Context: an optimization exercise on an open-source flow, tuned for small area, a short achievable clock period and few clock cycles per item. The choices shown serve that exercise and are no tape-out recipe.
In this exercise RTL edits were held to simulation tests only and were not proved equivalent to the original.
No activity file was given, so power comes from the tool's default toggle rates.

[config.mk]
export PLATFORM = sky130hd
export DESIGN_NAME = esckm_top
export DESIGN_NICKNAME = esckm_top
export VERILOG_FILES = /design/flow/design.v
export SDC_FILE = /design/flow/constraint.sdc
export NUM_CORES = 4
export LEC_CHECK = 0
export CAP_MARGIN = 20
export CORE_MARGIN = 2
export CORE_UTILIZATION = 35
export PLACE_DENSITY = 0.42
export SETUP_SLACK_MARGIN = 2.5
export SLEW_MARGIN = 20
[constraint.sdc]
create_clock -name core_clock -period 5.5 [get_ports {aclk}]
set_input_delay 1.1000 -clock core_clock [delete_from_list [all_inputs] [get_ports {aclk}]]
set_output_delay 1.1000 -clock core_clock [all_outputs]
set_load 0.01 [all_outputs]
[design.v]
`default_nettype none
package esckm_pkg;
    localparam int PATTERN_MAX = 5;
    localparam int PADDR_W     = 3;
    localparam logic [2:0] LEN_MAX = 3'd5;
    localparam logic [1:0] CNT_MAX = 2'd2;
    localparam logic CMD_LOAD = 1'b0;
    localparam logic CMD_KEY  = 1'b1;
    localparam logic KIND_KEY = 1'b0;
    localparam logic KIND_ERR = 1'b1;
    localparam logic [0:0] REG_ENTRIES_IN_USE = 1'b0;
    typedef struct packed {
        logic       cmd;
        logic [6:0] entry_index;
        logic [7:0] pattern_byte0;
        logic [7:0] pattern_byte1;
        logic [7:0] pattern_byte2;
        logic [7:0] pattern_byte3;
        logic [7:0] pattern_byte4;
        logic [2:0] pattern_length;
        logic [1:0] keycode_count;
        logic [7:0] first_keycode;
        logic [7:0] second_keycode;
        logic [7:0] key_byte;
    } in_item_t;
    typedef struct packed {
        logic       result_kind;
        logic [7:0] keycode;
        logic       last_of_run;
    } out_item_t;
    typedef struct packed {
        logic [PATTERN_MAX-1:0][7:0] pattern;
        logic [3:0]                  code;
        logic [7:0]                  key1;
        logic [7:0]                  key0;
    } entry_t;
endpackage
`default_nettype wire
`default_nettype none
module esckm_apb (
    input  wire logic                         aclk,
    input  wire logic                         aresetn,
    input  wire logic                         psel,
    input  wire logic                         penable,
    input  wire logic                         pwrite,
    input  wire logic [esckm_pkg::PADDR_W-1:0] paddr,
    input  wire logic [31:0]                  pwdata,
    output logic      [31:0]                  prdata,
    output logic                              pready,
    output logic      [7:0]                   entries_in_use
);
    logic [7:0] entries_reg, entries_next;
    logic [7:0] rd_reg;
    logic       sel_entries;
    assign sel_entries    = (paddr[2] == esckm_pkg::REG_ENTRIES_IN_USE);
    assign pready         = 1'b1;
    assign entries_in_use = entries_reg;
    assign prdata         = {24'd0, rd_reg};
    always_comb begin
        entries_next = entries_reg;
        if (!aresetn) begin
            entries_next = 8'd0;
        end else if (psel && penable && pwrite && sel_entries) begin
            entries_next = pwdata[7:0];
        end
    end
    always_ff @(posedge aclk) begin
        entries_reg <= entries_next;
        rd_reg      <= sel_entries ? entries_next : 8'd0;
    end
endmodule
`default_nettype wire
`default_nettype none
module esckm_out_queue #(
    parameter int DEPTH = 10,
    parameter int CW    = 4
) (
    input  wire logic                  aclk,
    input  wire logic                  aresetn,
    input  wire logic                  push,
    input  wire logic [1:0]            push_cnt,
    input  wire esckm_pkg::out_item_t  item0,
    input  wire esckm_pkg::out_item_t  item1,
    output logic [CW-1:0]              count_left,
    output logic                       m_valid,
    input  wire logic                  m_ready,
    output esckm_pkg::out_item_t       m_item
);
    logic [CW-1:0] count_reg, count_next;
    logic          valid_reg;
    logic [DEPTH-1:0][9:0] slot_reg;
    logic [DEPTH-1:0][9:0] slot_next;
    logic          pop;
    logic [CW-1:0] wpos;
    assign m_valid    = valid_reg;
    assign m_item     = slot_reg[0];
    assign pop        = valid_reg && m_ready;
    assign wpos       = count_reg - CW'(pop);
    assign count_left = wpos;
    always_comb begin
        count_next = wpos + CW'(push ? push_cnt : 2'd0);
        if (!aresetn) count_next = '0;
    end
    always_comb begin
        for (int i = 0; i < DEPTH; i++) begin
            if (push && (wpos == CW'(i))) begin
                slot_next[i] = item0;
            end else if (push && (wpos + CW'(1) == CW'(i))) begin
                slot_next[i] = item1;
            end else if (pop && (i + 1 < DEPTH)) begin
                slot_next[i] = slot_reg[(i + 1 < DEPTH) ? i + 1 : i];
            end else begin
                slot_next[i] = slot_reg[i];
            end
        end
    end
    always_ff @(posedge aclk) begin
        count_reg <= count_next;
        valid_reg <= aresetn && ((wpos != '0) || (push && (push_cnt != 2'd0)));
        slot_reg  <= slot_next;
    end
endmodule
`default_nettype wire
`default_nettype none
module esckm_table #(
    parameter int DEPTH = 64
) (
    input  wire logic                aclk,
    input  wire logic [7:0]          wr_grp,
    input  wire logic [7:0]          wr_ent,
    input  wire esckm_pkg::entry_t   wr_data,
    output logic [DEPTH-1:0][39:0]   pat,
    output logic [DEPTH-1:0][3:0]    code,
    output logic [DEPTH-1:0][7:0]    key0,
    output logic [DEPTH-1:0][7:0]    key1
);
    for (genvar j = 0; j < DEPTH; j++) begin : g_ent
        always_ff @(posedge aclk) begin
            if (wr_grp[j / 8] && wr_ent[j % 8]) begin
                pat[j]  <= wr_data.pattern;
                code[j] <= wr_data.code;
                key0[j] <= wr_data.key0;
                key1[j] <= wr_data.key1;
            end
        end
    end
endmodule
`default_nettype wire
`default_nettype none
module escape_sequence_keycode_matcher_core #(
    parameter int TABLE_ENTRIES = 64
) (
    input  wire logic                          aclk,
    input  wire logic                          aresetn,
    input  wire logic                          s_valid,
    output logic                               s_ready,
    input  wire esckm_pkg::in_item_t           s_item,
    output logic                               m_valid,
    input  wire logic                          m_ready,
    output esckm_pkg::out_item_t               m_item,
    input  wire logic                          psel,
    input  wire logic                          penable,
    input  wire logic                          pwrite,
    input  wire logic [esckm_pkg::PADDR_W-1:0] paddr,
    input  wire logic [31:0]                   pwdata,
    output logic      [31:0]                   prdata,
    output logic                               pready
);
    localparam int N  = 64;
    localparam int QD = 10;
    localparam int QW = 4;
    logic [7:0] entries_in_use;
    esckm_apb u_apb (
        .aclk           (aclk),
        .aresetn        (aresetn),
        .psel           (psel),
        .penable        (penable),
        .pwrite         (pwrite),
        .paddr          (paddr),
        .pwdata         (pwdata),
        .prdata         (prdata),
        .pready         (pready),
        .entries_in_use (entries_in_use)
    );
    logic ready_reg;
    logic in_acc, acc_key, acc_load;
    assign s_ready  = ready_reg;
    assign in_acc   = s_valid && ready_reg;
    assign acc_key  = in_acc && (s_item.cmd == esckm_pkg::CMD_KEY);
    assign acc_load = in_acc && (s_item.cmd == esckm_pkg::CMD_LOAD) && !s_item.entry_index[6];
    logic [7:0]        ld_grp, ld_ent;
    esckm_pkg::entry_t ld_entry;
    logic [2:0]        ld_len;
    logic [1:0]        ld_cnt;
    logic [3:0]        ld_code;
    always_comb begin
        ld_len = (s_item.pattern_length > esckm_pkg::LEN_MAX) ? esckm_pkg::LEN_MAX
                                                              : s_item.pattern_length;
        ld_cnt = (s_item.keycode_count > esckm_pkg::CNT_MAX) ? esckm_pkg::CNT_MAX
                                                             : s_item.keycode_count;
        if (ld_len == 3'd0) begin
            ld_code = 4'b1111;
        end else if (ld_len == 3'd5) begin
            ld_code = {ld_cnt, 2'b11};
        end else begin
            ld_code = {2'(ld_len - 3'd1), ld_cnt};
        end
    end
    always_ff @(posedge aclk) begin
        for (int g = 0; g < 8; g++) begin
            ld_grp[g] <= acc_load && (s_item.entry_index[5:3] == 3'(g));
            ld_ent[g] <= (s_item.entry_index[2:0] == 3'(g));
        end
        ld_entry.pattern[0] <= s_item.pattern_byte0;
        ld_entry.pattern[1] <= s_item.pattern_byte1;
        ld_entry.pattern[2] <= s_item.pattern_byte2;
        ld_entry.pattern[3] <= s_item.pattern_byte3;
        ld_entry.pattern[4] <= s_item.pattern_byte4;
        ld_entry.code   <= ld_code;
        ld_entry.key0   <= s_item.first_keycode;
        ld_entry.key1   <= s_item.second_keycode;
    end
    logic [N-1:0][39:0] t_pat;
    logic [N-1:0][3:0]  t_code;
    logic [N-1:0][7:0]  t_key0;
    logic [N-1:0][7:0]  t_key1;
    esckm_table #(
        .DEPTH (N)
    ) u_table (
        .aclk    (aclk),
        .wr_grp  (ld_grp),
        .wr_ent  (ld_ent),
        .wr_data (ld_entry),
        .pat     (t_pat),
        .code    (t_code),
        .key0    (t_key0),
        .key1    (t_key1)
    );
    logic [N-1:0][4:0] len_gt, len_eq;
    always_comb begin
        for (int j = 0; j < N; j++) begin
            logic lo3, hi3;
            lo3 = (t_code[j][1:0] == 2'd3);
            hi3 = (t_code[j][3:2] == 2'd3);
            len_gt[j][0] = !(lo3 && hi3);
            for (int p = 1; p < 5; p++) begin
                len_gt[j][p] = (lo3 && !hi3) || (!lo3 && (t_code[j][3:2] >= 2'(p)));
            end
            for (int p = 0; p < 4; p++) begin
                len_eq[j][p] = !lo3 && (t_code[j][3:2] == 2'(p));
            end
            len_eq[j][4] = lo3 && !hi3;
        end
    end
    logic       kv;
    logic [4:0] pos_oh;      
    logic [N-1:0] cand;
    logic [N-1:0] m0, ma;    
    logic [4:0]   pos_ahead;   
    logic [N-1:0] m0_next, ma_next;
    assign pos_ahead = kv ? {pos_oh[3:0], 1'b0} : pos_oh;
    always_comb begin
        for (int j = 0; j < N; j++) begin
            logic [7:0] b;
            logic       gt;
            b  = 8'd0;
            gt = 1'b0;
            for (int p = 1; p < 5; p++) begin
                b  = b | ({8{pos_ahead[p]}} & t_pat[j][8*p +: 8]);
                gt = gt | (pos_ahead[p] && len_gt[j][p]);
            end
            m0_next[j] = len_gt[j][0] && (t_pat[j][7:0] == s_item.key_byte);
            ma_next[j] = gt && (b == s_item.key_byte);
        end
    end
    logic [N-1:0] in_use, hit, comp, hit_u, comp_u, cand_next;
    logic         any_hit, any_comp;
    logic [4:0]   pos_oh_next;
    always_comb begin
        for (int j = 0; j < N; j++) begin
            logic leq;
            in_use[j] = (entries_in_use[7:6] != 2'd0) || (entries_in_use[5:0] > 6'(j));
            leq = 1'b0;
            for (int p = 0; p < 5; p++) begin
                leq = leq | (pos_oh[p] && len_eq[j][p]);
            end
            hit[j]  = pos_oh[0] ? m0[j] : (cand[j] && ma[j]);
            comp[j] = hit[j] && leq;
        end
        hit_u     = hit & in_use;
        comp_u    = comp & in_use;
        any_hit   = |hit_u;
        any_comp  = |comp_u;
        cand_next = (in_use & hit) | (~in_use & (cand | {N{pos_oh[0]}}));
        if (any_hit && !any_comp) begin
            pos_oh_next = {pos_oh[3:0], 1'b0};
        end else begin
            pos_oh_next = 5'b00001;
        end
    end
    always_ff @(posedge aclk) begin
        if (!aresetn) begin
            kv     <= 1'b0;
            pos_oh <= 5'b00001;
        end else begin
            kv <= acc_key;
            if (kv) pos_oh <= pos_oh_next;
        end
        m0 <= m0_next;
        ma <= ma_next;
        if (kv) cand <= cand_next;
    end
    logic [N-1:0] comp_first;
    logic [7:0]   comp_grp;
    always_comb begin
        for (int g = 0; g < 8; g++) begin
            comp_grp[g] = |comp_u[8*g +: 8];
            for (int i = 0; i < 8; i++) begin
                comp_first[8*g+i] = comp_u[8*g+i] &&
                                    ((comp_u[8*g +: 8] & ((8'd1 << i) - 8'd1)) == 8'd0);
            end
        end
    end
    logic         rv;
    logic         r_err;
    logic [N-1:0] r_comp;
    logic [7:0]   r_grp;
    always_ff @(posedge aclk) begin
        if (!aresetn) begin
            rv <= 1'b0;
        end else begin
            rv <= kv && (any_comp || !any_hit);
        end
        r_err  <= !any_hit;
        r_comp <= comp_first;
        r_grp  <= comp_grp;
    end
    logic [7:0]       grp_first;
    logic [19:0]      sel_data;
    logic [1:0]       sel_cnt;
    logic [7:0]       sel_k0, sel_k1;
    always_comb begin
        sel_data = 20'd0;
        for (int g = 0; g < 8; g++) begin
            logic [19:0] d;
            grp_first[g] = r_grp[g] && ((r_grp & ((8'd1 << g) - 8'd1)) == 8'd0);
            d = 20'd0;
            for (int i = 0; i < 8; i++) begin
                d = d | ({20{r_comp[8*g+i]}} & {t_code[8*g+i], t_key1[8*g+i], t_key0[8*g+i]});
            end
            sel_data = sel_data | ({20{grp_first[g]}} & d);
        end
        sel_k0  = sel_data[7:0];
        sel_k1  = sel_data[15:8];
        sel_cnt = (sel_data[17:16] == 2'd3) ? sel_data[19:18] : sel_data[17:16];
    end
    logic [1:0]           push_cnt;
    esckm_pkg::out_item_t item0, item1;
    always_comb begin
        item1.result_kind = esckm_pkg::KIND_KEY;
        item1.keycode     = sel_k1;
        item1.last_of_run = 1'b1;
        if (r_err) begin
            item0.result_kind = esckm_pkg::KIND_ERR;
            item0.keycode     = 8'd0;
            item0.last_of_run = 1'b1;
            push_cnt          = 2'd1;
        end else begin
            item0.result_kind = esckm_pkg::KIND_KEY;
            item0.keycode     = sel_k0;
            item0.last_of_run = (sel_cnt == 2'd1);
            push_cnt          = sel_cnt;
        end
    end
    logic [QW-1:0] q_count_left;
    esckm_out_queue #(
        .DEPTH (QD),
        .CW    (QW)
    ) u_out_queue (
        .aclk       (aclk),
        .aresetn    (aresetn),
        .push       (rv),
        .push_cnt   (push_cnt),
        .item0      (item0),
        .item1      (item1),
        .count_left (q_count_left),
        .m_valid    (m_valid),
        .m_ready    (m_ready),
        .m_item     (m_item)
    );
    always_ff @(posedge aclk) begin
        if (!aresetn) begin
            ready_reg <= 1'b1;
        end else begin
            ready_reg <= !acc_load &&
                         ((5'(q_count_left) + (acc_key ? 5'd2 : 5'd0) + (kv ? 5'd2 : 5'd0)
                           + (rv ? 5'd2 : 5'd0) + 5'd2) <= 5'(QD));
        end
    end
endmodule
`default_nettype wire
`default_nettype none
module esckm_top (
    input  wire logic        aclk,
    input  wire logic        aresetn,
    input  wire logic        s_valid,
    output logic             s_ready,
    input  wire logic        s_cmd,
    input  wire logic [6:0]  s_entry_index,
    input  wire logic [7:0]  s_pattern_byte0,
    input  wire logic [7:0]  s_pattern_byte1,
    input  wire logic [7:0]  s_pattern_byte2,
    input  wire logic [7:0]  s_pattern_byte3,
    input  wire logic [7:0]  s_pattern_byte4,
    input  wire logic [2:0]  s_pattern_length,
    input  wire logic [1:0]  s_keycode_count,
    input  wire logic [7:0]  s_first_keycode,
    input  wire logic [7:0]  s_second_keycode,
    input  wire logic [7:0]  s_key_byte,
    output logic             m_valid,
    input  wire logic        m_ready,
    output logic             m_result_kind,
    output logic [7:0]       m_keycode,
    output logic             m_last_of_run,
    input  wire logic        psel,
    input  wire logic        penable,
    input  wire logic        pwrite,
    input  wire logic [2:0]  paddr,
    input  wire logic [31:0] pwdata,
    output logic      [31:0] prdata,
    output logic             pready
);
    esckm_pkg::in_item_t  s_item;
    esckm_pkg::out_item_t m_item;
    assign s_item.cmd            = s_cmd;
    assign s_item.entry_index    = s_entry_index;
    assign s_item.pattern_byte0  = s_pattern_byte0;
    assign s_item.pattern_byte1  = s_pattern_byte1;
    assign s_item.pattern_byte2  = s_pattern_byte2;
    assign s_item.pattern_byte3  = s_pattern_byte3;
    assign s_item.pattern_byte4  = s_pattern_byte4;
    assign s_item.pattern_length = s_pattern_length;
    assign s_item.keycode_count  = s_keycode_count;
    assign s_item.first_keycode  = s_first_keycode;
    assign s_item.second_keycode = s_second_keycode;
    assign s_item.key_byte       = s_key_byte;
    assign m_result_kind = m_item.result_kind;
    assign m_keycode     = m_item.keycode;
    assign m_last_of_run = m_item.last_of_run;
    escape_sequence_keycode_matcher_core #(
        .TABLE_ENTRIES (64)
    ) u_core (
        .aclk    (aclk),
        .aresetn (aresetn),
        .s_valid (s_valid),
        .s_ready (s_ready),
        .s_item  (s_item),
        .m_valid (m_valid),
        .m_ready (m_ready),
        .m_item  (m_item),
        .psel    (psel),
        .penable (penable),
        .pwrite  (pwrite),
        .paddr   (paddr),
        .pwdata  (pwdata),
        .prdata  (prdata),
        .pready  (pready)
    );
endmodule
`default_nettype wire
[run.sh]
#!/bin/bash
# synth_recipe.tcl (not shown) runs the flow's synth.tcl, then flattens the netlist and writes it again
# the make line also repeats each setting of config.mk as NAME=value (left out here)
make -C /OpenROAD-flow-scripts/flow DESIGN_CONFIG=/design/flow/config.mk WORK_HOME=/design/flow/orfs CLKGATE_MAP_FILE= SYNTH_SCRIPT=/design/flow/synth_recipe.tcl finish
==> results of run 1 <==
==> cell type report <==
type	count	area, µm²	share of cell area, %
Sequential cell	4310	127000	62.0
Multi-Input combinational cell	5575	44700	21.9
Clock buffer	615	12600	6.18
Timing Repair Buffer	787	8900	4.36
Tap cell	6450	8070	3.95
Clock inverter	267	2700	1.32
Inverter	179	691	0.338
Antenna cell	26	65.1	0.0318
==> metrics by stage <==
step | utilization [%] | hold WS [ns] | total power [W] | setup WS, ns
final | 42.0 | 0.493 | 0.0714 | 2.05
after global routing | 42.0 | 0.450 | 0.0734 | 2.02
after CTS | 41.5 | 0.382 | 0.0719 | 2.11
after detailed placement | 37.5 | 0.522 | 0.0402 | 0.810
after global placement | 37.5 | 0.519 | 0.0402 | 0.885
after floorplan | - | 0.504 | 0.0386 | 2.26
==> per-layer routing <==
metal / GRT usage [%] / up-vias / part of all wire, %
li1: - / 44100 / -
met1: 35.7 / 55900 / 44
met2: 40.3 / 3915 / 47
met3: 2.90 / 812 / 5.9
met4: 7.44 / 2 / 3.4
met5: 0 / - / 0.0020
==> synth_stat cells, drive strengths merged, types with 12 or more instances <==
library cell	instances
o21ai	249
dfxtp	306
and3	12
or3	25
nor2b	22
inv	177
a22oi	552
nand2b	20
a22o	631
xnor2	473
nand4	265
o311ai	24
nand3b	37
xor2	557
nor3b	17
mux2i	74
o22ai	66
nor3	169
edfxtp	4004
o2111ai	19
a211oi	41
and2	79
o211ai	66
a31oi	81
a21o	20
nand2	504
clkbuf	452
a221oi	592
nor2	139
o32ai	21
a21oi	154
nand3	119
o31ai	13
buf	211
nor4	93
ha	268
a41oi	22
==> critical path, stage by stage, from the launching register on <==
cell,delay [ns]
dfxtp_2,0.44
buf_12,0.22
a211oi_4,0.43
buf_4,0.24
o21a_1,0.19
a311o_1,0.28
nand4b_1,0.18
nand4bb_4,0.25
or4_4,0.51
or3_4,0.39
o31ai_2,0.21
==> power by group <==
group / internal, W / leakage (nW) / switching, W
clock: 0.0181 / 7.48 / 0.0135
sequential: 0.0361 / 38.5 / 0.000467
combinational: 0.000999 / 19.4 / 0.00217
==> what timing repair did <==
item                                   in CTS  in global routing
pin swaps                                  85                 96
endpoints found under the hold margin       0                  0
setup endpoints to repair                 299                142
gates cloned                               38                 30
buffers inserted                          132                 70
gates resized for setup                   413                277
==> final timing paths <==
path,startpoint,endpoint,slack (ns),cells past startpoint
min reg2reg,u_core.u_table.pat[1202]$_DFFE_PP_,u_core.m0[30]$_DFF_P_,0.52,3
min,s_pattern_byte4[2],u_core.ld_entry[54]$_DFF_P_,0.49,1
max reg2reg,u_core.u_apb.entries_reg[1]$_DFF_P_,u_core.pos_oh[1]$_SDFFE_PN0P_,2.05,10
max,u_core.u_apb.entries_reg[1]$_DFF_P_,u_core.pos_oh[1]$_SDFFE_PN0P_,2.05,10
==> cell families after synthesis <==
family          after synthesis  share of synthesized area (%)
simple gates               1532                           4.55
buf+inv                     842                           1.97
other cells                   2                        0.00439
fa+ha+maj                   271                           1.99
flops                      4310                           73.9
compound gates             2628                           11.9
mux                          77                          0.453
xor+xnor                   1030                           5.27
==> results.txt, run 1 <==
* Max Cap Viol at 0
* Syn_area_per_cell at 16.0 µm²
* Synth warnings at 4
* # DRC at 0
* Crit. End Element: flop
* Die height at 703 µm
* Routed wire length at 643 mm
* Post-route cell area at 204,000 µm²
* CTS Sinks at 4,310
* Final setup vio count at 0
* First-pass GRT wire length at 865 mm
* Setup TNS at 0 ns
* Max Fclk at 0.290 GHz
* Die width at 703 µm
* Root Buffer Master: clkbuf_16
* Initial drt markers at 11,900
* Async SR Flop Fraction at 0%
* Die footprint at 494,000 µm²
* Post-synthesis cell count at 10,700
* Top Registers: u_core.u_table.pat x2560, u_core.u_table.key0 x512, u_core.u_table.key1 x512
* Vias in the first global route at 102,000
* Fin crit period at 3.45 ns
* RSZ-0062 raised after global routing: true
* Critical path class: reg -> reg
* Yosys top cell area share at 70.3%
* Final ANT Viol Nets at 0
* Critical Path Start Type: flop
* Critical path arrival at 4.40 ns
* Worst VDD drop at 0.266 mV
* Slew headroom at 22.1%
* Area delta synth->final at 19.5%
* Total CTS buffers at 467
* Gr ovfl total at 0
* Ys flop type: edfxtp_1
* Max reg flops at 2,560
* Final non-filler cell total at 18,200
* H-tree lvl count at 5
* Post-DP HPWL at 365 mm
* Clk slew on worst S/H paths at 0.06 ns
* Leak at 65.4 nW
* Initial antenna violation count at 54
* Vias after detailed routing at 105,000
* CORE AREA at 486,000 µm²
* Via/cell ratio at 5.75
* Max clock buf depth at 4
* Clk Latency, worst-skew pair at 1.05 ns
* Number of hold buffers added after cts at 0
* Sequential share of the synthesized area at 73.9%
* Largest net degree at the start of global routing at 73
* Worst-Margin Slew at 1.16 ns
* Cell row count at 256
* Drt pass-1 iters at 8
* Post-route clock period utilization at 62.8%
* Post-synth top area cell: edfxtp_1
* Synth area leaders: edfxtp_1, dfxtp_1, a22o_1, a221oi_1, xor2_1
* Status: timing/DRC/antenna clean
* Nets at 11,700
* Final hold viol count at 0
* Crit path required time at 6.44 ns
* Initial Utilization at 35.2%
* Max-slew violations at 0
* # port buffers at 112
* Post-Syn Area at 171,000 µm²
* Layout cells sized above 1 at 16.8%
* Fillers at 43,600
* Dpl cells at 17,000
* Worst-path fanout max at 14
* Most common cell after layout, fill and taps aside: edfxtp_1
* Post-synth EDFFs at 4,004
* Pwr/cell area at 349 nW/µm²
* Hold Path Class: in -> reg
* Post-synthesis cell type count at 86
* CTS tree: yes
* Register with the most flip-flops: u_core.u_table.pat
* DR WL/cell at 35.3 µm
* RD Place Congestion at 1.02
* All-layer global routing usage at 25.1%
* Setup Skew at 0.0691 ns
* Commonest cells after routing, fill and taps aside: edfxtp_1, a22o_1, xor2_1
* I/O pin count at 164
* DP Area at 182,000 µm²
* FF+latch count, synth at 4,310
Testbench counts, summed over its fixed seeds: cycles 1,959, keys 1,935.
==> run 2, diff against run 1 <==
--- a/design.v
+++ b/design.v
@@ -74,4 +74,3 @@
 module esckm_out_queue #(
-    parameter int DEPTH = 10,
-    parameter int CW    = 4
+    parameter int DEPTH = 10
 ) (
@@ -83,3 +82,3 @@
     input  wire esckm_pkg::out_item_t  item1,
-    output logic [CW-1:0]              count_left,
+    output logic [DEPTH-1:0]           occ_left,
     output logic                       m_valid,
@@ -88,16 +87,19 @@
 );
-    logic [CW-1:0] count_reg, count_next;
-    logic          valid_reg;
+    logic [DEPTH-1:0]      occ_reg, occ_next;
+    logic [DEPTH-1:0]      wr0, wr1;
     logic [DEPTH-1:0][9:0] slot_reg;
     logic [DEPTH-1:0][9:0] slot_next;
-    logic          pop;
-    logic [CW-1:0] wpos;
-    assign m_valid    = valid_reg;
-    assign m_item     = slot_reg[0];
-    assign pop        = valid_reg && m_ready;
-    assign wpos       = count_reg - CW'(pop);
-    assign count_left = wpos;
+    logic                  pop;
+    assign m_valid  = occ_reg[0];
+    assign m_item   = slot_reg[0];
+    assign pop      = occ_reg[0] && m_ready;
+    assign occ_left = pop ? (occ_reg >> 1) : occ_reg;
     always_comb begin
-        count_next = wpos + CW'(push ? push_cnt : 2'd0);
-        if (!aresetn) count_next = '0;
+        for (int i = 0; i < DEPTH; i++) begin
+            wr0[i] = !occ_left[i] && ((i == 0) || occ_left[(i == 0) ? 0 : i - 1]);
+            wr1[i] = (i != 0) && wr0[(i == 0) ? 0 : i - 1];
+        end
+        occ_next = occ_left | ({DEPTH{push && (push_cnt != 2'd0)}} & wr0)
+                            | ({DEPTH{push && (push_cnt == 2'd2)}} & wr1);
+        if (!aresetn) occ_next = '0;
     end
@@ -105,5 +107,5 @@
         for (int i = 0; i < DEPTH; i++) begin
-            if (push && (wpos == CW'(i))) begin
+            if (push && wr0[i]) begin
                 slot_next[i] = item0;
-            end else if (push && (wpos + CW'(1) == CW'(i))) begin
+            end else if (push && wr1[i]) begin
                 slot_next[i] = item1;
@@ -117,5 +119,4 @@
     always_ff @(posedge aclk) begin
-        count_reg <= count_next;
-        valid_reg <= aresetn && ((wpos != '0) || (push && (push_cnt != 2'd0)));
-        slot_reg  <= slot_next;
+        occ_reg  <= occ_next;
+        slot_reg <= slot_next;
     end
@@ -170,3 +171,2 @@
     localparam int QD = 10;
-    localparam int QW = 4;
     logic [7:0] entries_in_use;
@@ -238,2 +238,24 @@
     );
+    logic       eiu_all;
+    logic [7:0] eiu_grp_gt, eiu_grp_eq, eiu_ent_gt;
+    function automatic logic [7:0] thermo8(input logic [2:0] x);
+        case (x)
+            3'd0:    thermo8 = 8'b0000_0000;
+            3'd1:    thermo8 = 8'b0000_0001;
+            3'd2:    thermo8 = 8'b0000_0011;
+            3'd3:    thermo8 = 8'b0000_0111;
+            3'd4:    thermo8 = 8'b0000_1111;
+            3'd5:    thermo8 = 8'b0001_1111;
+            3'd6:    thermo8 = 8'b0011_1111;
+            default: thermo8 = 8'b0111_1111;
+        endcase
+    endfunction
+    always_comb begin
+        eiu_all    = (entries_in_use[7:6] != 2'd0);
+        eiu_grp_gt = thermo8(entries_in_use[5:3]);
+        eiu_ent_gt = thermo8(entries_in_use[2:0]);
+        for (int g = 0; g < 8; g++) begin
+            eiu_grp_eq[g] = (entries_in_use[5:3] == 3'(g));
+        end
+    end
     logic [N-1:0][4:0] len_gt, len_eq;
@@ -241,13 +263,16 @@
         for (int j = 0; j < N; j++) begin
-            logic lo3, hi3;
-            lo3 = (t_code[j][1:0] == 2'd3);
-            hi3 = (t_code[j][3:2] == 2'd3);
+            logic lo3, hi3, nl, l5;
+            lo3 = t_code[j][1] && t_code[j][0];
+            hi3 = t_code[j][3] && t_code[j][2];
+            nl  = !lo3;
+            l5  = lo3 && !hi3;
             len_gt[j][0] = !(lo3 && hi3);
-            for (int p = 1; p < 5; p++) begin
-                len_gt[j][p] = (lo3 && !hi3) || (!lo3 && (t_code[j][3:2] >= 2'(p)));
-            end
+            len_gt[j][1] = l5 || (nl && (t_code[j][3] || t_code[j][2]));
+            len_gt[j][2] = l5 || (nl && t_code[j][3]);
+            len_gt[j][3] = l5 || (nl && hi3);
+            len_gt[j][4] = l5;
             for (int p = 0; p < 4; p++) begin
-                len_eq[j][p] = !lo3 && (t_code[j][3:2] == 2'(p));
+                len_eq[j][p] = len_gt[j][p] && !len_gt[j][p + 1];
             end
-            len_eq[j][4] = lo3 && !hi3;
+            len_eq[j][4] = l5;
         end
@@ -256,7 +281,6 @@
     logic [4:0] pos_oh;      
+    logic [4:0] pos_ahead;   
     logic [N-1:0] cand;
     logic [N-1:0] m0, ma;    
-    logic [4:0]   pos_ahead;   
-    logic [N-1:0] m0_next, ma_next;
-    assign pos_ahead = kv ? {pos_oh[3:0], 1'b0} : pos_oh;
+    logic [N-1:0] in_use, m0_next, ma_next;
     always_comb begin
@@ -265,2 +289,3 @@
             logic       gt;
+            in_use[j] = eiu_all || eiu_grp_gt[j / 8] || (eiu_grp_eq[j / 8] && eiu_ent_gt[j % 8]);
             b  = 8'd0;
@@ -271,9 +296,10 @@
             end
-            m0_next[j] = len_gt[j][0] && (t_pat[j][7:0] == s_item.key_byte);
-            ma_next[j] = gt && (b == s_item.key_byte);
+            m0_next[j] = in_use[j] && len_gt[j][0] && (t_pat[j][7:0] == s_item.key_byte);
+            ma_next[j] = in_use[j] && gt && (b == s_item.key_byte);
         end
     end
-    logic [N-1:0] in_use, hit, comp, hit_u, comp_u, cand_next;
-    logic         any_hit, any_comp;
-    logic [4:0]   pos_oh_next;
+    logic [N-1:0] hit_c, comp_z, comp_c, hit, comp, cand_next;
+    logic         any_hit_z, any_hit_c, any_comp_z, any_comp_c;
+    logic         any_hit, any_comp, go_on;
+    logic [4:0]   pos_new;
     always_comb begin
@@ -281,19 +307,26 @@
             logic leq;
-            in_use[j] = (entries_in_use[7:6] != 2'd0) || (entries_in_use[5:0] > 6'(j));
             leq = 1'b0;
-            for (int p = 0; p < 5; p++) begin
+            for (int p = 1; p < 5; p++) begin
                 leq = leq | (pos_oh[p] && len_eq[j][p]);
             end
-            hit[j]  = pos_oh[0] ? m0[j] : (cand[j] && ma[j]);
-            comp[j] = hit[j] && leq;
-        end
-        hit_u     = hit & in_use;
-        comp_u    = comp & in_use;
-        any_hit   = |hit_u;
-        any_comp  = |comp_u;
-        cand_next = (in_use & hit) | (~in_use & (cand | {N{pos_oh[0]}}));
-        if (any_hit && !any_comp) begin
-            pos_oh_next = {pos_oh[3:0], 1'b0};
+            hit_c[j]  = cand[j] && ma[j];
+            comp_c[j] = hit_c[j] && leq;
+            comp_z[j] = m0[j] && len_eq[j][0];
+        end
+        any_hit_z  = |m0;
+        any_hit_c  = |hit_c;
+        any_comp_z = |comp_z;
+        any_comp_c = |comp_c;
+        any_hit    = pos_oh[0] ? any_hit_z : any_hit_c;
+        any_comp   = pos_oh[0] ? any_comp_z : any_comp_c;
+        go_on      = any_hit && !any_comp;
+        hit        = pos_oh[0] ? m0 : hit_c;
+        comp       = pos_oh[0] ? comp_z : comp_c;
+        cand_next  = (in_use & hit) | (~in_use & (cand | {N{pos_oh[0]}}));
+        if (!kv) begin
+            pos_new = pos_oh;
+        end else if (go_on) begin
+            pos_new = {pos_oh[3:0], 1'b0};
         end else begin
-            pos_oh_next = 5'b00001;
+            pos_new = 5'b00001;
         end
@@ -302,7 +335,9 @@
         if (!aresetn) begin
-            kv     <= 1'b0;
-            pos_oh <= 5'b00001;
+            kv        <= 1'b0;
+            pos_oh    <= 5'b00001;
+            pos_ahead <= 5'b00001;
         end else begin
-            kv <= acc_key;
-            if (kv) pos_oh <= pos_oh_next;
+            kv        <= acc_key;
+            pos_oh    <= pos_new;
+            pos_ahead <= acc_key ? {pos_new[3:0], 1'b0} : pos_new;
         end
@@ -316,6 +351,6 @@
         for (int g = 0; g < 8; g++) begin
-            comp_grp[g] = |comp_u[8*g +: 8];
+            comp_grp[g] = |comp[8*g +: 8];
             for (int i = 0; i < 8; i++) begin
-                comp_first[8*g+i] = comp_u[8*g+i] &&
-                                    ((comp_u[8*g +: 8] & ((8'd1 << i) - 8'd1)) == 8'd0);
+                comp_first[8*g+i] = comp[8*g+i] &&
+                                    ((comp[8*g +: 8] & ((8'd1 << i) - 8'd1)) == 8'd0);
             end
@@ -374,6 +409,5 @@
     end
-    logic [QW-1:0] q_count_left;
+    logic [QD-1:0] q_occ_left;
     esckm_out_queue #(
-        .DEPTH (QD),
-        .CW    (QW)
+        .DEPTH (QD)
     ) u_out_queue (
@@ -385,3 +419,3 @@
         .item1      (item1),
-        .count_left (q_count_left),
+        .occ_left   (q_occ_left),
         .m_valid    (m_valid),
@@ -390,2 +424,13 @@
     );
+    logic [1:0] in_flight;
+    logic       room;
+    always_comb begin
+        in_flight = 2'(acc_key) + 2'(kv) + 2'(rv);
+        case (in_flight)
+            2'd0:    room = !q_occ_left[QD-2];
+            2'd1:    room = !q_occ_left[QD-4];
+            2'd2:    room = !q_occ_left[QD-6];
+            default: room = !q_occ_left[QD-8];
+        endcase
+    end
     always_ff @(posedge aclk) begin
@@ -394,5 +439,3 @@
         end else begin
-            ready_reg <= !acc_load &&
-                         ((5'(q_count_left) + (acc_key ? 5'd2 : 5'd0) + (kv ? 5'd2 : 5'd0)
-                           + (rv ? 5'd2 : 5'd0) + 5'd2) <= 5'(QD));
+            ready_reg <= !acc_load && room;
         end
--- a/config.mk
+++ b/config.mk
@@ -9,4 +9,4 @@
 export CORE_MARGIN = 2
-export CORE_UTILIZATION = 35
-export PLACE_DENSITY = 0.42
+export CORE_UTILIZATION = 30
+export PLACE_DENSITY = 0.36
 export SETUP_SLACK_MARGIN = 2.5
==> run 2 against run 1 <==
Effect of this change: largest power group unchanged; flip-flop and latch count grew 9; non-clock buffer count grew 49; synthesized cell count grew 2.0%; area after synthesis grew 0.59%; clock-buffer cell count grew 93.
==> results.txt, run 2 <==
* Critical path class: reg -> reg
* Setup TNS at 0 ns (unchanged)
* Utilization after layout at 36.1% (-5.9 points)
* Crit. End Element: flop
* Slew headroom at 17.9% (-4.2 points)
* Yosys top cell area share at 69.9% (-0.41 points)
* Max Cap Viol at 0 (unchanged)
* Initial Utilization at 30.1% (-5.1 points)
* Area delta synth->final at 20.2%
* Initial antenna violation count at 74 (+37%)
* Layout cells sized above 1 at 16.7% (-0.11 points)
* Dominant cell by count in the synthesized netlist: edfxtp_1
* Post-synth EDFFs at 4,004 (unchanged)
* RD Place Congestion at 0.926 (-9.4%)
* Max Fclk at 0.309 GHz (+6.6%)
* Final hold viol count at 0 (unchanged)
* CTS Sinks at 4,319 (+0.21%)
* Initial drt markers at 11,200 (-5.9%)
* Post-synth top area cell: edfxtp_1
* Fillers at 53,900 (+24%)
* FF+latch count, synth at 4,319 (+0.21%)
* # port buffers at 112 (unchanged)
* Cell row count at 278 (+8.6%)
* RSZ-0062 raised after global routing: true
* Largest net degree at the start of global routing at 96 (+32%)
* Die height at 761 µm (+8.3%)
* All-layer global routing usage at 23.6% (-1.4 points)
* Total CTS buffers at 526 (+13%)
* Post-route clock period utilization at 58.9% (-3.9 points)
* Die footprint at 579,000 µm² (+17%)
* Via/cell ratio at 5.48 (-4.7%)
* CORE AREA at 572,000 µm² (+18%)
* Final Power at 0.0728 W (+2.0%)
* Top Registers: u_core.u_table.pat x2560, u_core.u_table.key0 x512, u_core.u_table.key1 x512
* Final setup vio count at 0 (unchanged)
* Setup ws final at 2.26 ns (+0.213 ns)
* H-tree lvl count at 6 (+1)
* Worst-Margin Slew at 1.23 ns (+0.0705 ns)
* Register with the most flip-flops: u_core.u_table.pat
* Post-Place Worst Slack at 0.989 ns (+0.179 ns)
* Hold Path Class: in -> reg
* Post-Syn Area at 172,000 µm² (+0.59%)
* Async SR Flop Fraction at 0% (unchanged)
* Gr ovfl total at 0 (unchanged)
* Post-synthesis cell count at 10,900 (+2.0%)
* Post-synthesis cell type count at 79 (-8.1%)
* Max clock buf depth at 4 (unchanged)
* Setup Skew at 0.0524 ns (-0.0168 ns)
* Synth warnings at 4 (unchanged)
* Max-slew violations at 0 (unchanged)
* Commonest cells after routing, fill and taps aside: edfxtp_1, xor2_1, a22oi_1
* Routed wire length at 711 mm (+11%)
* Vias after detailed routing at 108,000 (+2.8%)
* Post-DP HPWL at 437 mm (+20%)
* Syn_area_per_cell at 15.8 µm² (-1.4%)
* Final ANT Viol Nets at 0 (unchanged)
* Worst-path fanout max at 7 (-7)
* Clk Latency, worst-skew pair at 1.10 ns (+0.05 ns)
* Sequential share of the synthesized area at 73.6% (-0.33 points)
* Drt pass-1 iters at 6 (-2)
* Synth area leaders: edfxtp_1, dfxtp_1, xor2_1, a22oi_1, a221oi_1
* Commonest cells in the netlist: edfxtp_1, xor2_1, a22oi_1, a221oi_1, a22o_1
* I/O pin count at 164 (unchanged)
* Critical Path Start Type: flop
* Nets at 12,000 (+2.1%)
* Status: timing/DRC/antenna clean
* Max reg flops at 2,560 (unchanged)
* Critical path arrival at 4.15 ns (-0.25 ns)
* Worst Hold Slack at 0.437 ns (-0.0562 ns)
* Vias in the first global route at 107,000 (+4.5%)
* Crit path required time at 6.41 ns (-0.03 ns)
* Die width at 761 µm (+8.3%)
* Worst VDD drop at 0.272 mV (+2.3%)
* Pwr/cell area at 352 nW/µm² (+0.84%)
* Root Buffer Master: clkbuf_16
* First-pass GRT wire length at 948 mm (+9.7%)
* Ys flop type: edfxtp_1
* Clk slew on worst S/H paths at 0.06 ns (about the same)
* DR WL/cell at 36.2 µm (+2.4%)
* Most common cell after layout, fill and taps aside: edfxtp_1
* Fin crit period at 3.24 ns (-0.213 ns)
* # DRC at 0 (unchanged)
* Leak at 66.1 nW (+1.1%)
* CTS tree: yes
## run 2: report_power, final
part | internal, W | switching (W)
Clock | 0.0191 | 0.0142
Sequential | 0.0360 | 0.000379
Combinational | 0.000918 | 0.00222
Total | 0.0560 | 0.0168
## run 2: worst paths after layout
check             cells after the start                                       from                                       end  slack (ns)
setup / recovery                     12         u_core.u_table.code[218]$_DFFE_PP_               u_core.pos_oh[0]$_SDFF_PN1_        2.26
hold / removal                        1                         s_pattern_byte3[5]               u_core.ld_entry[49]$_DFF_P_        0.44
setup reg to reg                     12         u_core.u_table.code[218]$_DFFE_PP_               u_core.pos_oh[0]$_SDFF_PN1_        2.26
hold reg to reg                       2  u_core.u_out_queue.slot_reg[18]$_DFFE_PP_  u_core.u_out_queue.slot_reg[8]$_DFFE_PP_        0.52
## run 2: cell type report
type / count / area [µm²] / share of cell area (%)
clock buffers: 708 / 14300 / 6.92
inverters: 211 / 796 / 0.385
flip-flops and latches: 4319 / 127000 / 61.3
multi-input cells: 5747 / 44500 / 21.5
diodes: 25 / 62.6 / 0.0303
well taps: 7560 / 9460 / 4.58
repair buffers: 836 / 8740 / 4.23
clock inverters: 250 / 2090 / 1.01
## run 2: repair_timing
action,CTS,global route
hold buffers,0,0
gates resized for setup,430,196
gates cloned,18,14
pin swaps,124,87
endpoints found under the setup margin,299,203
buffers inserted,152,99
## run 2: through the flow
step | std cells | cell area (µm²)
final | 19700 | 207000
after global routing | 19600 | 207000
after CTS | 19500 | 204000
after detailed placement | 18400 | 184000
after global placement | 18400 | 184000
after floorplan | 10900 | 172000
## run 2: metal layers
metal	wire length (µm)	global-route usage [%]
met1	312000	32.4
met2	333000	38.5
met3	33600	2.41
met4	31800	9.25
met5	0	0
## run 2: critical path, stage by stage, from the launching register on
cell      delay [ns]
edfxtp_1        0.43
buf_4           0.17
and4_4          0.19
o21ai_2         0.17
buf_6           0.18
nand4_1         0.36
nor4_4          0.54
nand4_1         0.22
nor4_4          0.24
buf_4           0.19
a31oi_4         0.07
mux2i_1         0.22
nand2_1         0.08
## run 2: cells by family after synthesis
family | count (synthesis) | synth area share (%)
adder cells (fa/ha/maj) | 193 | 1.41
flip-flops | 4319 | 73.6
multiplexers | 63 | 0.399
XOR/XNOR | 1025 | 5.22
other | 2 | 0.00437
buffers and inverters | 868 | 1.97
AND/OR/NAND/NOR | 1807 | 5.73
AO/OA/AOI/OAI | 2634 | 11.7
Testbench counts of run 2, summed over its fixed seeds: cycles 1,959, keys 1,935.
==> run 3, diff against run 2 <==
--- a/config.mk
+++ b/config.mk
@@ -13 +13,2 @@
 export SLEW_MARGIN = 20
+export TNS_END_PERCENT = 20
==> run 3 against run 2 <==
Effect of this change: the layout now fails its checks (antenna rules); sequential power barely moved; clock skew is 0.0021 ns lower; register-to-register slack worse by 0.06 ns; clock power barely moved; global-route usage fell by 0.13 points; wire length decreased by 0.41%; area after synthesis stayed put.
==> results.txt, run 3 <==
* Post-synth EDFFs at 4,004 (unchanged)
* RD Place Congestion at 0.926 (unchanged)
* Hold Path Class: in -> reg
* H-tree lvl count at 6 (unchanged)
* Routed wire length at 708 mm (-0.41%)
* Hold_sp: s_pattern_byte3[5]
* Largest net degree at the start of global routing at 96 (unchanged)
* Nets at 11,900 (-0.67%)
* Post-route cell area at 205,000 µm² (-0.72%)
* Cells on Worst Hold Path at 1 (unchanged)
* Fillers at 54,000 (+0.13%)
* Register with the most flip-flops: u_core.u_table.pat
* Worst VDD drop at 0.272 mV (about the same)
* Crit. End Element: flop
* Reg-to-reg critical path startpoint: u_core.pos_ahead[1]$_SDFF_PN0_
* Setup Skew at 0.0502 ns (-0.00214 ns)
* Worst-path fanout max at 81 (+74)
* Commonest cells after routing, fill and taps aside: edfxtp_1, xor2_1, a22oi_1
* Fin crit period at 3.30 ns (+0.0606 ns)
* Die footprint at 579,000 µm² (unchanged)
* Max Cap Viol at 0 (unchanged)
* Via/cell ratio at 5.48 (about the same)
* DP Area at 184,000 µm² (unchanged)
* Final setup vio count at 0 (unchanged)
* RSZ-0062 raised after global routing: true
* Syn_area_per_cell at 15.8 µm² (unchanged)
* Synth area leaders: edfxtp_1, dfxtp_1, xor2_1, a22oi_1, a221oi_1
* Drt pass-1 iters at 8 (+2)
* Vias after detailed routing at 107,000 (-0.47%)
* Critical path class: reg -> reg
* Status: failed layout checks
* Async SR Flop Fraction at 0% (unchanged)
* Die height at 761 µm (unchanged)
* Clk slew on worst S/H paths at 0.06 ns (about the same)
* Worst-Margin Slew at 1.26 ns (+0.0308 ns)
* Leak at 65.4 nW (-1.1%)
* Total CTS buffers at 526 (unchanged)
* Root Buffer Master: clkbuf_16
* Dominant cell by count in the synthesized netlist: edfxtp_1
* Commonest cells in the netlist: edfxtp_1, xor2_1, a22oi_1, a221oi_1, a22o_1
* Initial Utilization at 30.1% (unchanged)
* CTS tree: yes
* Critical Path Start Type: flop
* Max-slew violations at 0 (unchanged)
* Setup TNS at 0 ns (unchanged)
* Most common cell after layout, fill and taps aside: edfxtp_1
* Max Fclk at 0.303 GHz (-1.8%)
* Critical register-to-register path endpoint: u_core.ma[63]$_DFF_P_
* Initial drt markers at 11,300 (+0.24%)
* Layout cells sized above 1 at 15.5% (-1.2 points)
* Ys flop type: edfxtp_1
* Cell depth of the worst flop-to-flop path at 8 (-4)
* Max reg flops at 2,560 (unchanged)
* Slew headroom at 15.8% (-2.1 points)
* Slowest CP cell: dfxtp_4
* Final Power at 0.0728 W (about the same)
* Layout check failures: antenna rules
* CORE AREA at 572,000 µm² (unchanged)
* Yosys top cell area share at 69.9% (unchanged)
* Critical path arrival at 4.29 ns (+0.14 ns)
* # port buffers at 112 (unchanged)
* CP max stage delay at 0.59 ns (+0.05 ns)
* Post-Syn Area at 172,000 µm² (unchanged)
* DR WL/cell at 36.2 µm (about the same)
* Clk Latency, worst-skew pair at 1.10 ns (about the same)
* Vias in the first global route at 106,000 (-0.29%)
* CTS Sinks at 4,319 (unchanged)
* I/O pin count at 164 (unchanged)
* R2r setup slk at 2.20 ns (-0.06 ns)
* Top Registers: u_core.u_table.pat x2560, u_core.u_table.key0 x512, u_core.u_table.key1 x512
* # DRC at 0 (unchanged)
* Sequential share of the synthesized area at 73.6% (unchanged)
* Die width at 761 µm (unchanged)
* Post-synth top area cell: edfxtp_1
* Final hold viol count at 0 (unchanged)
* Synth warnings at 4 (unchanged)
* Crit-path cells: buf_4, buf_16, a221oi_1, xnor2_1, nor4_1, nand4_1, nor4_1, buf_4
* Pwr/cell area at 355 nW/µm² (+0.66%)
* FF+latch count, synth at 4,319 (unchanged)
* All-layer global routing usage at 23.5% (-0.13 points)
* Crit path required time at 6.49 ns (+0.08 ns)
* Hold EP: u_core.ld_entry[49]$_DFF_P_
* Gr ovfl total at 0 (unchanged)
* Post-route clock period utilization at 60.0% (+1.1 points)
* Post-synthesis cell type count at 79 (unchanged)
* Area delta synth->final at 19.3%
* Post-synthesis cell count at 10,900 (unchanged)
* First-pass GRT wire length at 944 mm (-0.48%)
* Post-DP HPWL at 437 mm (unchanged)
* Max clock buf depth at 4 (unchanged)
* Cell row count at 278 (unchanged)
* Final ANT Viol Nets at 1 (+1)
* Initial antenna violation count at 75 (+1.4%)
==> run 3: cell count changes in the layout (fill, tap and decap cells not counted), sizes merged, moves of 2 or more <==
cell | previous run | this run
buf | 702 | 632
clkdlybuf4s50 | 83 | 103
dlygate4sd2 | 19 | 1
bufbuf | 16 | 9
clkbuf | 722 | 719
diode | 25 | 23
==> run 3: power breakdown <==
group,total (W),internal [W],switching (W)
registers,0.0363,0.0360,0.000381
clock network,0.0334,0.0191,0.0143
logic,0.00307,0.000877,0.00219
total,0.0728,0.0559,0.0168
==> run 3: worst max-delay path by stage <==
stage          cells past startpoint                                        end  slack [ns]                           startpoint
6_report                           8                      u_core.ma[63]$_DFF_P_        2.20       u_core.pos_ahead[1]$_SDFF_PN0_
5_1_grt                           14                u_core.pos_oh[0]$_SDFF_PN1_        2.15    u_core.u_table.code[74]$_DFFE_PP_
4_1_cts                            7                  u_core.cand[33]$_DFFE_PP_        2.26  u_core.u_apb.entries_reg[3]$_DFF_P_
3_5_place_dp                      11  u_core.u_out_queue.slot_reg[50]$_DFFE_PP_        0.99              u_core.r_grp[1]$_DFF_P_
3_3_place_gp                      11  u_core.u_out_queue.slot_reg[70]$_DFFE_PP_        1.01              u_core.r_grp[1]$_DFF_P_
2_1_floorplan                      6                       u_core.ma[9]$_DFF_P_        2.57                        s_key_byte[7]
==> run 3: logic make-up after synthesis <==
logic type / Yosys count / share of synthesized area (%)
xor gates and xnor gates: 1025 / 5.22
buffers and inverters: 868 / 1.97
other: 2 / 0.00437
DFF: 4319 / 73.6
adders and majority gates: 193 / 1.41
and+or+nand+nor: 1807 / 5.73
muxes: 63 / 0.399
AOI/OAI and AO/OA: 2634 / 11.7
==> run 3: through the flow <==
step                      setup slack, ns  hold WS [ns]  utilization, %  std cells
after global placement               1.01         0.513            32.2      18400
after CTS                            2.26         0.323            35.6      19500
final                                2.20         0.440            35.9      19600
after detailed placement            0.989         0.507            32.2      18400
after floorplan                      2.57         0.465               -      10900
after global routing                 2.15         0.381            35.9      19600
==> run 3: area by class of cell <==
type,instances,area [µm²],share of cell area [%]
antenna,23,57.6,0.0280
clock buffer,708,14300,6.97
clock inverter,250,2090,1.02
inverter,211,796,0.388
multi-input combinational,5747,44000,21.4
sequential,4319,127000,61.8
tap,7560,9460,4.61
timing repair buffer,756,7730,3.77
==> run 3: per-layer routing <==
| layer | wire length (µm) | part of all wire, % | track usage [%] | up-vias |
|---|---|---|---|---|
| met3 | 33000 | 4.7 | 2.39 | 940 |
| met4 | 31800 | 4.5 | 9.16 | 2 |
| li1 | - | - | - | 45300 |
| met1 | 310000 | 44 | 32.2 | 57100 |
| met2 | 333000 | 47 | 38.4 | 3849 |
| met5 | 13 | 0.0018 | 0 | - |
==> run 3: timing repair <==
item,in CTS,in global routing
cloned,10,12
setup buffers,132,49
endpoints found under the hold margin,0,0
hold buffers,0,0
setup endpoints to repair,299,268
pin swaps,97,58
resized for setup,320,163
==> run 3: worst max-delay path: cells and delay by family, from the launching register on <==
| kind | cells | cell delay, ns |
|---|---|---|
| AOI/OAI and AO/OA | 1 | 0.24 |
| xor gates and xnor gates | 1 | 0.17 |
| buffers and inverters | 3 | 0.90 |
| DFF | 1 | 0.59 |
| and+or+nand+nor | 3 | 1.13 |
==> run 4, diff against run 3 <==
--- a/config.mk
+++ b/config.mk
@@ -9,4 +9,4 @@
 export CORE_MARGIN = 2
-export CORE_UTILIZATION = 30
-export PLACE_DENSITY = 0.36
+export CORE_UTILIZATION = 35
+export PLACE_DENSITY = 0.45
 export SETUP_SLACK_MARGIN = 2.5
==> run 4 against run 3 <==
Effect of this change: the run now finishes clean; wire length down 5.5%; clock skew rose by 0.021 ns; register-to-register slack got worse by 0.14 ns; critical path type unchanged; largest cell class unchanged.
==> results.txt, run 4 <==
* Status: timing/DRC/antenna clean
* Max reg flops at 2,560 (unchanged)
* CP max stage delay at 0.89 ns (+0.30 ns)
* # DRC at 0 (unchanged)
* Slew headroom at 10.1% (-5.7 points)
* First-pass GRT wire length at 894 mm (-5.2%)
* Post-synth EDFFs at 4,004 (unchanged)
* Cell row count at 257 (-7.6%)
* Dpl cells at 17,200 (-6.2%)
* Post-Place Worst Slack at 0.800 ns (-0.189 ns)
* Final ANT Viol Nets at 0 (-1)
* Setup Skew at 0.0710 ns (+0.0208 ns)
* Die width at 705 µm (-7.4%)
* Post-route cell area at 201,000 µm² (-2.0%)
* Max-slew violations at 0 (unchanged)
* Commonest cells in the netlist: edfxtp_1, xor2_1, a22oi_1, a221oi_1, a22o_1
* # port buffers at 112 (unchanged)
* Worst VDD drop at 0.336 mV (+23%)
* Root Buffer Master: clkbuf_16
* Post-synth top area cell: edfxtp_1
* FF+latch count, synth at 4,319 (unchanged)
* H-tree lvl count at 5 (-1)
* Initial antenna violation count at 74 (-1.3%)
* Worst-path fanout max at 20 (-75%)
* DR WL/cell at 36.5 µm (+1.0%)
* Crit. End Element: flop
* Buf/Inv on CP at 1 (-2)
* Async SR Flop Fraction at 0% (unchanged)
* Most common cell after layout, fill and taps aside: edfxtp_1
* Critical path arrival at 4.36 ns (+0.07 ns)
* Die footprint at 497,000 µm² (-14%)
* All-layer global routing usage at 25.8% (+2.3 points)
* Top Registers: u_core.u_table.pat x2560, u_core.u_table.key0 x512, u_core.u_table.key1 x512
* Max Fclk at 0.291 GHz (-4.0%)
* Worst-Margin Slew at 1.35 ns (+0.0853 ns)
* CTS Sinks at 4,319 (unchanged)
* Crit path required time at 6.42 ns (-0.07 ns)
* Crit path max-delay family: simple AND/OR/NAND/NOR gates
* Die height at 705 µm (-7.4%)
* Synth area leaders: edfxtp_1, dfxtp_1, xor2_1, a22oi_1, a221oi_1
* Fin crit period at 3.44 ns (+0.138 ns)
* Hold Path Class: in -> reg
* Clk slew on worst S/H paths at 0.06 ns (about the same)
* Final non-filler cell total at 18,300 (-6.5%)
* Post-Syn Area at 172,000 µm² (unchanged)
* Nets at 11,700 (-1.4%)
* Critical Path Start Type: flop
* Synth warnings at 4 (unchanged)
* Dominant cell by count in the synthesized netlist: edfxtp_1
* Pwr/cell area at 354 nW/µm² (-0.19%)
* RD Place Congestion at 0.972 (+4.9%)
* Total CTS buffers at 467 (-11%)
* Initial drt markers at 13,900 (+23%)
* Post-synthesis cell type count at 79 (unchanged)
* Via/cell ratio at 5.91 (+7.8%)
* Max clock buf depth at 4 (unchanged)
* Largest net degree at the start of global routing at 100 (+4.2%)
* Post-route clock period utilization at 62.5% (+2.5 points)
* Vias after detailed routing at 108,000 (+0.84%)
* CORE AREA at 490,000 µm² (-14%)
* Post-synthesis cell count at 10,900 (unchanged)
* Max Cap Viol at 0 (unchanged)
* Setup TNS at 0 ns (unchanged)
* Critical path class: reg -> reg
* DR WL met2 at 307 mm (-7.7%)
* Slowest CP cell: dfxtp_2
* Yosys top cell area share at 69.9% (unchanged)
* Layout cells sized above 1 at 13.7% (-1.8 points)
* Number of hold buffers added after cts at 0 (unchanged)
* Crit-path cells: a22oi_1, nand4_1, nand2_1, and3_4, o31ai_4, buf_6, nand2_4, or3_4, or3_1, o221ai_1
* Clk Latency, worst-skew pair at 1.07 ns (-0.03 ns)
* I/O pin count at 164 (unchanged)
* CTS tree: yes
* Final Power at 0.0712 W (-2.2%)
* Leak at 64.1 nW (-1.9%)
* Post-DP HPWL at 408 mm (-6.6%)
* RSZ-0062 raised after global routing: true
* Final hold viol count at 0 (unchanged)
* Ys flop type: edfxtp_1
* Routed length on met3 at 44.9 mm (+36%)
* Drt pass-1 iters at 8 (unchanged)
* Initial Utilization at 35.1% (+5.1 points)
* Fillers at 44,200 (-18%)
* Setup ws final at 2.06 ns (-0.138 ns)
* Gr ovfl total at 0 (unchanged)
* Final setup vio count at 0 (unchanged)
* Commonest cells after routing, fill and taps aside: edfxtp_1, xor2_1, a22oi_1
* DP Area at 183,000 µm² (-0.97%)
* Routed wire length at 669 mm (-5.5%)
* DR top layer: met5
* Register with the most flip-flops: u_core.u_table.pat
* Area delta synth->final at 16.9%
* Sequential share of the synthesized area at 73.6% (unchanged)
* M1 wire length at 286 mm (-8.0%)
* Vias in the first global route at 105,000 (-1.4%)
* Syn_area_per_cell at 15.8 µm² (unchanged)
run 4: metal layers:
| layer | vias to the layer above | GRT usage (%) |
|---|---|---|
| met5 | - | 0 |
| met4 | 8 | 10.4 |
| met3 | 1118 | 3.70 |
| met2 | 4746 | 40.9 |
| met1 | 57400 | 35.6 |
| li1 | 44900 | - |
run 4: cells by family (layout without fill, tap and decap cells):
kind of cell    count (synthesis)  count (layout)  synth area share [%]
flops                        4319            4319                  73.6
fa+ha+maj                     193             193                  1.41
compound gates               2634            2634                  11.7
simple gates                 1807            1807                  5.73
buf+inv                       868            1745                  1.97
xor+xnor                     1025            1025                  5.22
other cells                     2              49               0.00437
mux                            63              63                 0.399
run 4: cell type report:
| class | instances | area (µm²) | share of cell area, % |
|---|---|---|---|
| Sequential cell | 4319 | 127000 | 63.0 |
| Multi-Input combinational cell | 5747 | 43500 | 21.6 |
| Clock buffer | 603 | 12500 | 6.23 |
| Tap cell | 6475 | 8100 | 4.03 |
| Timing Repair Buffer | 650 | 6450 | 3.21 |
| Clock inverter | 281 | 2890 | 1.44 |
| Inverter | 211 | 792 | 0.394 |
| Antenna cell | 24 | 60.1 | 0.0299 |
run 4: final timing paths:
check                                                               start                                  endpoint  slack, ns  cells after the start
worst max-delay path                            u_core.r_comp[62]$_DFF_P_  u_core.u_out_queue.occ_reg[6]$_SDFF_PN0_       2.06                     10
worst min-delay path                                   s_first_keycode[7]                u_core.ld_entry[7]$_DFF_P_       0.49                      1
worst max register to register                  u_core.r_comp[62]$_DFF_P_  u_core.u_out_queue.occ_reg[6]$_SDFF_PN0_       2.06                     10
worst min register to register  u_core.u_out_queue.slot_reg[12]$_DFFE_PP_  u_core.u_out_queue.slot_reg[2]$_DFFE_PP_       0.53                      2
run 4: what timing repair did:
| action | in CTS | in global routing |
|---|---|---|
| setup endpoints to repair | 306 | 291 |
| gates cloned | 1 | 13 |
| gates resized for setup | 169 | 118 |
| buffers inserted | 89 | 48 |
| pin swaps | 51 | 36 |
run 4: stage by stage:
step	hold WS, ns	util [%]
after floorplan	0.465	-
after global placement	0.514	37.3
after detailed placement	0.522	37.3
after CTS	0.395	40.8
after global routing	0.441	41.1
final	0.486	41.1
run 4: report_power, final:
group          switching [W]  leakage [nW]  internal [W]
Combinational        0.00208          18.0      0.000844
Clock                 0.0135          7.53        0.0184
Sequential          0.000434          38.6        0.0360
==> run 5, diff against run 4 <==
==> flow/run.sh (new file) <==
#!/bin/bash
# Standard layout (the standard.sh, ORFS synth .. finish) with one change:
# the port buffers that global placement inserts are buf_4 cells instead of
# the cell buffer_ports picks by default (a delay buffer), so the output
# ports are driven by a regular buffer. Every port is still buffered.
set -euo pipefail
bash standard.sh finish "BUFFER_PORTS_ARGS=-buffer_cell sky130_fd_sc_hd__buf_4" > flow_make.log 2>&1
==> standard.sh (new file) <==
#!/bin/bash
# synth_recipe.tcl (not shown) runs the flow's synth.tcl, then flattens the netlist and writes it again
# the make line also repeats each setting of config.mk as NAME=value (left out here)
make -C /OpenROAD-flow-scripts/flow DESIGN_CONFIG=/design/flow/config.mk WORK_HOME=/design/flow/orfs CLKGATE_MAP_FILE= SYNTH_SCRIPT=/design/flow/synth_recipe.tcl "${@:-finish}"
--- a/config.mk
+++ b/config.mk
@@ -10,5 +10,4 @@
 export CORE_UTILIZATION = 35
-export PLACE_DENSITY = 0.45
+export PLACE_DENSITY = 0.42
 export SETUP_SLACK_MARGIN = 2.5
 export SLEW_MARGIN = 20
-export TNS_END_PERCENT = 20
removed: run.sh
==> run 5 against run 4 <==
Effect of this change: clock skew fell by 0.0064 ns; clock-buffer cell count rose by 45; maximum frequency rose by 3.8%; critical endpoint is now u_core.pos_ahead[2]$_SDFF_PN0_; largest cell class unchanged.
==> results.txt, run 5 <==
* Final ANT Viol Nets at 0 (unchanged)
* Post-synthesis cell count at 10,900 (unchanged)
* Post-synthesis cell type count at 79 (unchanged)
* Max reg flops at 2,560 (unchanged)
* Final Power at 0.0704 W (-1.1%)
* H-tree lvl count at 5 (unchanged)
* Vias after detailed routing at 108,000 (-0.54%)
* Initial drt markers at 13,600 (-2.1%)
* Post-route cell area at 202,000 µm² (+0.49%)
* CORE AREA at 490,000 µm² (unchanged)
* Dominant cell by count in the synthesized netlist: edfxtp_1
* Commonest cells after routing, fill and taps aside: edfxtp_1, xor2_1, a22oi_1
* Die footprint at 497,000 µm² (unchanged)
* Die height at 705 µm (unchanged)
* Syn_area_per_cell at 15.8 µm² (unchanged)
* Synth area leaders: edfxtp_1, dfxtp_1, xor2_1, a22oi_1, a221oi_1
* I/O pin count at 164 (unchanged)
* Setup ws final at 2.19 ns (+0.126 ns)
* Top Registers: u_core.u_table.pat x2560, u_core.u_table.key0 x512, u_core.u_table.key1 x512
* Routed wire length at 666 mm (-0.39%)
* First-pass GRT wire length at 891 mm (-0.38%)
* CTS Sinks at 4,319 (unchanged)
* Area delta synth->final at 17.5%
* Max Cap Viol at 0 (unchanged)
* Pwr/cell area at 348 nW/µm² (-1.6%)
* Cell row count at 257 (unchanged)
* Critical path class: reg -> reg
* Clk slew on worst S/H paths at 0.06 ns (about the same)
* Post-Syn Area at 172,000 µm² (unchanged)
* Max Fclk at 0.302 GHz (+3.8%)
* Clk pwr share at 44.1% (-0.7 points)
* Crit. End Element: flop
* Gr ovfl total at 0 (unchanged)
* Initial antenna violation count at 66 (-11%)
* Critical path arrival at 4.24 ns (-0.12 ns)
* Via/cell ratio at 5.85 (-1.0%)
* Post-Place Worst Slack at 1.23 ns (+0.426 ns)
* Post-synth top area cell: edfxtp_1
* Async SR Flop Fraction at 0% (unchanged)
* Ys flop type: edfxtp_1
* Fin crit period at 3.31 ns (-0.126 ns)
* Post-DP HPWL at 397 mm (-2.7%)
* Max clock buf depth at 4 (unchanged)
* Drt pass-1 iters at 9 (+1)
* Status: timing/DRC/antenna clean
* Sw Share at 22.6% (+0.10 points)
* RD Place Congestion at 0.935 (-3.8%)
* Die width at 705 µm (unchanged)
* Nets at 11,800 (+0.67%)
* Setup Skew at 0.0646 ns (-0.00636 ns)
* Worst-path fanout max at 7 (-65%)
* Most common cell after layout, fill and taps aside: edfxtp_1
* # DRC at 0 (unchanged)
* Setup TNS at 0 ns (unchanged)
* Number of hold buffers added after cts at 0 (unchanged)
* Total CTS buffers at 476 (+1.9%)
* Max-slew violations at 0 (unchanged)
* Initial Utilization at 35.1% (unchanged)
* DP Area at 182,000 µm² (about the same)
* Final setup vio count at 0 (unchanged)
* Slew headroom at 12.0% (+1.9 points)
* Register with the most flip-flops: u_core.u_table.pat
* FF+latch count, synth at 4,319 (unchanged)
* Sequential share of the synthesized area at 73.6% (unchanged)
* DR WL/cell at 36.2 µm (-0.85%)
* Yosys top cell area share at 69.9% (unchanged)
* Clk Latency, worst-skew pair at 1.05 ns (-0.02 ns)
* Comb pwr share at 4.2% (about the same)
* Internal power at 0.0545 W (-1.3%)
* Root Buffer Master: clkbuf_16
* Synth warnings at 4 (unchanged)
* Critical Path Start Type: flop
* Worst VDD drop at 0.280 mV (-17%)
* Layout cells sized above 1 at 15.5% (+1.8 points)
* Post-route clock period utilization at 60.2% (-2.3 points)
* Commonest cells in the netlist: edfxtp_1, xor2_1, a22oi_1, a221oi_1, a22o_1
* Leak at 64.7 nW (+0.88%)
* Hold Path Class: in -> reg
* Final hold viol count at 0 (unchanged)
* Crit path required time at 6.42 ns (about the same)
* Post-synth EDFFs at 4,004 (unchanged)
* Switching pwr at 0.0159 W (-0.68%)
* Vias in the first global route at 104,000 (-0.92%)
* # port buffers at 112 (unchanged)
* All-layer global routing usage at 25.6% (-0.11 points)
* Largest net degree at the start of global routing at 133 (+33%)
* RSZ-0062 raised after global routing: true
* CTS tree: yes
* Sequential share of power at 51.7% (+0.6 points)
* Worst-Margin Slew at 1.32 ns (-0.0278 ns)
==> run 5: cell counts after synthesis <==
No cell type changed its count.
==> run 5: per-layer routing <==
metal | vias up | routed length [µm] | global-route usage [%]
met1 | 57100 | 289000 | 35.9
met2 | 4466 | 308000 | 40.8
li1 | 45100 | - | -
met4 | 4 | 29900 | 10.4
met3 | 934 | 39400 | 2.90
met5 | - | 25 | 0
==> run 5: cell families after synthesis <==
logic type                 after synthesis  share of synthesized area, %
DFF                                   4319                          73.6
AOI/OAI and AO/OA                     2634                          11.7
and+or+nand+nor                       1807                          5.73
xor gates and xnor gates              1025                          5.22
buffers and inverters                  868                          1.97
adders and majority gates              193                          1.41
muxes                                   63                         0.399
other                                    2                       0.00437
==> run 5: power by group through the flow <==
stage / combinational (W) / clock (W) / sequential (W)
2_1_floorplan: 0.00129 / 0 / 0.0369
3_3_place_gp: 0.00279 / 0 / 0.0371
3_5_place_dp: 0.00280 / 0 / 0.0371
4_1_cts: 0.00288 / 0.0316 / 0.0364
5_1_grt: 0.00310 / 0.0328 / 0.0364
6_report: 0.00295 / 0.0311 / 0.0364
==> run 5: path summary, 6_finish.rpt <==
| kind | depth (start not counted) | end | slack (ns) | start |
|---|---|---|---|---|
| worst max-delay path | 12 | u_core.pos_ahead[2]$_SDFF_PN0_ | 2.19 | u_core.cand[22]$_DFFE_PP_ |
| worst min register to register | 2 | u_core.u_out_queue.slot_reg[1]$_DFFE_PP_ | 0.53 | u_core.u_out_queue.slot_reg[11]$_DFFE_PP_ |
| worst max register to register | 12 | u_core.pos_ahead[2]$_SDFF_PN0_ | 2.19 | u_core.cand[22]$_DFFE_PP_ |
| worst min-delay path | 1 | u_core.ld_entry[8]$_DFF_P_ | 0.15 | s_second_keycode[0] |
==> run 5: per-stage QoR <==
| stage | hold WS (ns) | utilization, % | instances |
|---|---|---|---|
| after floorplan | 0.465 | - | 10900 |
| after global placement | 0.514 | 37.2 | 17300 |
| after detailed placement | 0.516 | 37.3 | 17300 |
| after CTS | 0.0692 | 40.8 | 18300 |
| after global routing | 0.108 | 41.3 | 18400 |
| final | 0.151 | 41.3 | 18400 |
==> run 5: what timing repair did <==
item                                    CTS  global route
resized for setup                       297           173
pin swaps                                89            74
gates cloned                              6            23
endpoints found under the setup margin  247           174
setup buffers                           119            70
hold endpoints to repair                  0             0
==> run 5: critical path: stages (launching register included) <==
cell and delay (ns):
edfxtp_1 0.51, a222oi_1 0.78, nand4_1 0.28, nor4_2 0.26
nand3_1 0.22, o31ai_4 0.14, buf_6 0.17, nor4_4 0.04
buf_6 0.14, a31oi_4 0.16, buf_12 0.16, nor2_4 0.04
o31a_1 0.29
==> run 5: cell type report <==
class | instances | area, µm²
inverters | 211 | 796
clock inverters | 238 | 2090
diodes | 39 | 97.6
well taps | 6475 | 8100
fillers | 44300 | 288000
clock buffers | 648 | 12900
flip-flops and latches | 4319 | 127000
multi-input cells | 5748 | 44100
repair buffers | 718 | 7270

separate check: timing with driven ports:
The flow's constraints put no driver on any port. The routed layouts listed below were extracted and timed again, unchanged, in two steps.
Step 1: set_driving_cell puts a clkbuf_16 on aclk and a buf_2 on each other input, an assumption about the parent block.
Step 2 adds t to the input delays and takes it off the output delays; t is the mean of the earliest and latest rising clock arrival at the registers after step 1. Input paths then give back, and output paths get back, about the clock's delay inside the block.
Three values: ideal ports, drivers, drivers and shift; two values: the first two.
| run | t (ns) | setup WS [ns] | pins driven straight from the clock port |
|---|---|---|---|
| run 1 | 1.140 | 2.048 / 2.048 / 1.544 | 1 |
| run 2 | 1.196 | 2.261 / 2.261 / 1.484 | 1 |
| run 3 | 1.205 | 2.200 / 2.201 / 1.296 | 1 |
| run 4 | 1.138 | 2.063 / 2.063 / 1.319 | 1 |
| run 5 | 1.137 | 2.189 / 2.189 / 1.741 | 1 |
For run 3, which loses most, drivers alone change the setup slack by +0.001 ns; drivers and shift together by -0.904 ns.
